What follows belongs to an exercise in optimizing a design on an open flow for small area, a short achievable clock period and few clock cycles; a production flow would make more cautious choices.
Where RTL was checked, it was by simulation tests only, not by an equivalence proof against the original.
Power and IR drop assume default switching activity.

Design mvm_accel, start of the top module:
module mvm_accel (
  input  wire        clk_main_a0,
  input  wire        rst_main_n_sync,
  input  wire        awvalid,
  input  wire [31:0] awaddr,
  input  wire        wvalid,
  input  wire [31:0] wdata,
  input  wire        bready,
  input  wire        arvalid,
  input  wire [31:0] araddr,
  input  wire        rready,
  output wire        awready,
  output wire        wready,
  output wire        bvalid,
  output wire [1:0]  bresp,
  output wire        arready,
  output wire        rvalid,
  output wire [31:0] rdata,
  output wire [1:0]  rresp
);
Settings: LEC_CHECK=0, CAP_MARGIN=20, CORE_MARGIN=2, CORE_UTILIZATION=40, SLEW_MARGIN=20; clock period 12.0 ns.
run.sh (not shown) runs the stock make flow with config.mk's settings and CLKGATE_MAP_FILE= SYNTH_SCRIPT=/design/flow/synth_recipe.tcl, a recipe that flattens the netlist after the stock synthesis.
The starting point passed the timing, DRC and antenna checks.
Rerun with:
==> flow/flow/run.sh (new file) <==
#!/bin/bash
# The standard layout, with timing repair asked to leave more setup slack
# than the clock period needs, so that it also shortens the paths that
# already meet the period.
set -euo pipefail
bash standard.sh SETUP_SLACK_MARGIN=8 finish > standard_flow.log 2>&1
==> flow/standard.sh (new file) <==
#!/bin/bash
# synth_recipe.tcl (not shown) runs the flow's synth.tcl, then flattens the netlist and writes it again
# the make line also repeats each setting of config.mk as NAME=value (left out here)
make -C /OpenROAD-flow-scripts/flow DESIGN_CONFIG=/design/flow/config.mk WORK_HOME=/design/flow/orfs CLKGATE_MAP_FILE= SYNTH_SCRIPT=/design/flow/synth_recipe.tcl "${@:-finish}"
removed: flow/run.sh
Effect: Clock-buffer cell count shrinks by 4; synthesized area does not change; routed wire length grows by 2.5%; register-to-register slack improved by 0.47 ns; final area grows by 3.0%.
Function was not checked in any run of this note: the RTL went through the layout flow alone.

========
Another version of the RTL of mvm_accel (not shown whole).
For scale: roughly 5,500 cells after synthesis, ~2,600 flip-flops, about 140 I/O pins.
==> flow/config.mk <==
export PLATFORM = sky130hd
export DESIGN_NAME = mvm_accel
export DESIGN_NICKNAME = mvm_accel
export VERILOG_FILES = /design/flow/design.v
export SDC_FILE = /design/flow/constraint.sdc
export NUM_CORES = 4
export LEC_CHECK = 0
export CAP_MARGIN = 20
export CORE_MARGIN = 2
export CORE_UTILIZATION = 60
export CTS_CLUSTER_DIAMETER = 100
export CTS_CLUSTER_SIZE = 30
export SLEW_MARGIN = 20
==> flow/constraint.sdc <==
create_clock -name core_clock -period 12.0 [get_ports {clk_main_a0}]
set_input_delay 2.4000 -clock core_clock [delete_from_list [all_inputs] [get_ports {clk_main_a0}]]
set_output_delay 2.4000 -clock core_clock [all_outputs]
set_load 0.01 [all_outputs]
standard.sh (not shown) runs the stock make flow with config.mk's settings and CLKGATE_MAP_FILE= SYNTH_SCRIPT=/design/flow/synth_recipe.tcl, a recipe that flattens the netlist after the stock synthesis.
==> flow/flow/run.sh <==
#!/bin/bash
# The standard layout, with timing repair asked to leave more setup slack
# than the clock period needs, so that it also shortens the paths that
# already meet the period, and plain buffers on the ports.
set -euo pipefail
export BUFFER_PORTS_ARGS="-buffer_cell sky130_fd_sc_hd__buf_2"
bash standard.sh SETUP_SLACK_MARGIN=8.5 finish > standard_flow.log 2>&1
The first run finished clean.
Next try:
==> flow/flow/run.sh (replaced) <==
#!/bin/bash
# The standard layout with two changes:
# - synthesis is the standard one (synth_recipe.tcl) except that Yosys's
#   generic "synth" command runs without its quick ABC pass, which otherwise
#   reshapes the full-adder logic so that extract_fa leaves an inverter
#   between most full adders; registers, their names and cells are the same;
# - timing repair is asked to leave more setup slack than the clock period
#   needs, so that it also shortens the paths that already meet it;
# and plain buffers on the ports.
set -euo pipefail
sed 's/yosys synth -nofsm -noshare {\*}\$args/yosys synth -nofsm -noshare -noabc {*}$args/' \
  synth_recipe.tcl > flow_synth.tcl
grep -q -- '-noabc' flow_synth.tcl
export BUFFER_PORTS_ARGS="-buffer_cell sky130_fd_sc_hd__buf_2"
bash standard.sh SYNTH_SCRIPT="$PWD/flow_synth.tcl" SETUP_SLACK_MARGIN=8.6 finish > standard_flow.log 2>&1
CTS_CLUSTER_DIAMETER = 90   (was 100)
CTS_CLUSTER_SIZE = 25   (was 30)
Outcome: Register-to-register slack gains 0.21 ns; non-clock buffer count decreases by 7; synthesized area is lower by 1.4%; worst setup slack gets worse by 0.012 ns; critical path depth does not change; via count came out lower by 3.4%; clock power climbs by 6.4%; synthesized cell count drops by 7.2%; first-iteration DRC count barely changes.
No functional check of the RTL was part of any run of this note.

========
Another version of the RTL of mvm_accel (not shown whole).
Size: roughly 5500 cells after synthesis, roughly 2600 flip-flops, about 140 I/O pins, about 77000 um^2 of cells after synthesis.
Settings: LEC_CHECK=0, CAP_MARGIN=20, CORE_MARGIN=2, CORE_UTILIZATION=60, SLEW_MARGIN=20; clock period 12.0 ns.
==> flow/flow/run.sh <==
#!/bin/bash
# The standard layout, with timing repair asked to leave more setup slack
# than the clock period needs, so that it also shortens the paths that
# already meet the period.
set -euo pipefail
bash standard.sh SETUP_SLACK_MARGIN=8.3 finish > standard_flow.log 2>&1
The baseline finished with antenna rules left.
==> next run, changes <==
==> flow/flow/run.sh (replaced) <==
#!/bin/bash
# The standard layout, with timing repair asked to leave more setup slack
# than the clock period needs, so that it also shortens the paths that
# already meet the period, and plain buffers on the ports.
set -euo pipefail
export BUFFER_PORTS_ARGS="-buffer_cell sky130_fd_sc_hd__buf_2"
bash standard.sh SETUP_SLACK_MARGIN=8.3 finish > standard_flow.log 2>&1
- CTS_BUF_LIST: unset -> sky130_fd_sc_hd__clkbuf_8
- CTS_CLUSTER_SIZE: unset -> 30
The new run produced a clean layout.
Sequential power barely changes.
First-iteration DRC count decreases by 2.6%.
Synthesized cell count stays the same.
Power decreases by 4.8%.
Global-route usage decreases by 0.77 points.
Clock power decreases by 11%.
Sequential cell count stays the same.
Critical path depth stays the same.
Setup slack is worse by 0.17 ns.
No functional check of the RTL was part of any run of this note.

========
## nickel
Another version of the RTL of mvm_accel (not shown whole).
For scale: roughly 5400 cells after synthesis, roughly 0.076 mm2 of cells after synthesis.
Design mvm_accel, start of the top module:
module mvm_accel (
  input  wire        clk_main_a0,
  input  wire        rst_main_n_sync,
  input  wire        awvalid,
  input  wire [31:0] awaddr,
  input  wire        wvalid,
  input  wire [31:0] wdata,
  input  wire        bready,
  input  wire        arvalid,
  input  wire [31:0] araddr,
  input  wire        rready,
  output wire        awready,
  output wire        wready,
  output wire        bvalid,
  output wire [1:0]  bresp,
  output wire        arready,
  output wire        rvalid,
  output wire [31:0] rdata,
  output wire [1:0]  rresp
);
  mvm_top u_top (
    .clk_main_a0     (clk_main_a0),
    .rst_main_n_sync (rst_main_n_sync),
    .awvalid         (awvalid),
    .awaddr          (awaddr),
    .wvalid          (wvalid),
    .wdata           (wdata),
    .bready          (bready),
    .arvalid         (arvalid),
    .araddr          (araddr),
    .rready          (rready),
    .awready         (awready),
    .wready          (wready),
    .bvalid          (bvalid),
    .bresp           (bresp),
    .arready         (arready),
    .rvalid          (rvalid),
    .rdata           (rdata),
    .rresp           (rresp)
  );
endmodule
Settings: LEC_CHECK=0, CAP_MARGIN=20, CORE_MARGIN=2, CORE_UTILIZATION=60, CTS_CLUSTER_DIAMETER=90, CTS_CLUSTER_SIZE=25, SLEW_MARGIN=20; clock period 12.0 ns.
==> flow/flow/run.sh <==
#!/bin/bash
# The standard layout, with timing repair asked to leave more setup slack
# than the clock period needs, so that it also shortens the paths that
# already meet the period, and plain buffers on the ports.
set -euo pipefail
export BUFFER_PORTS_ARGS="-buffer_cell sky130_fd_sc_hd__buf_2"
bash standard.sh SETUP_SLACK_MARGIN=8.35 finish > standard_flow.log 2>&1
nickel reached the final stage; the timing, DRC and antenna checks on its layout passed.
Testbench counts of nickel, summed over its fixed seeds: cycles 5,974.
Input changes introduced in maple (baseline for comparison: nickel):
--- a/flow/flow/run.sh
+++ b/flow/flow/run.sh
@@ -5,3 +5,3 @@
 set -euo pipefail
 export BUFFER_PORTS_ARGS="-buffer_cell sky130_fd_sc_hd__buf_2"
-bash standard.sh SETUP_SLACK_MARGIN=8.35 finish > standard_flow.log 2>&1
+bash standard.sh SETUP_SLACK_MARGIN=8.45 finish > standard_flow.log 2>&1
[summary]
Any difference in portion of total power attributed to the clock network between maple and nickel is small enough to ignore.
From nickel to maple the numbers moved as follows: shortest clock period the worst path allows after layout has decreased, worst path setup slack after routing picked up an extra 41 ps, register-to-register path setup slack ~0 delta.
Where overall routed net length is concerned, nickel is outperformed by maple.
Diff nickel..maple | fraction of area in registers | negligible

==> port drivers added, routing unchanged <==
The flow's constraints put no driver on any port. The routed layouts listed below were extracted and timed again, unchanged, in two steps. Step 1: set_driving_cell puts a clkbuf_16 on clk_main_a0 and a buf_2 on each other input, an assumption about the parent block. Step 2 adds t to the input delays and takes it off the output delays; t is the mean of the earliest and latest rising clock arrival at the registers after step 1. Input paths then give back, and output paths get back, about the clock's delay inside the block. Slacks: ideal ports / drivers / drivers and shift; pairs: ideal ports / drivers.
run	t, ns	setup WS [ns]	hold WS [ns]	worst data-port slew with drivers (ns)	cell pins on the clock port's net
the first run of note 1	0.935	7.298 / 7.298 / 6.556	0.278 / 0.278 / 0.278	0.06	1
the second run of note 1	0.956	7.769 / 7.769 / 7.158	0.270 / 0.270 / 0.270	0.10	1
the first run of note 2	0.840	8.182 / 8.183 / 7.381	0.272 / 0.272 / 0.272	0.06	1
the second run of note 2	0.848	8.170 / 8.212 / 7.364	0.301 / 0.301 / 0.301	0.12	1
the first run of note 3	0.894	8.052 / 7.975 / 7.453	0.233 / 0.233 / 0.233	0.06	1
the second run of note 3	1.061	7.882 / 7.802 / 7.417	0.245 / 0.245 / 0.245	0.04	1
nickel	0.848	8.233 / 8.156 / 7.519	0.256 / 0.256 / 0.256	0.07	1
maple	0.843	8.273 / 8.193 / 7.463	0.281 / 0.281 / 0.281	0.07	1
The setup slack of maple, which loses most, moves by -0.080 ns with the drivers and by -0.810 ns with both steps.
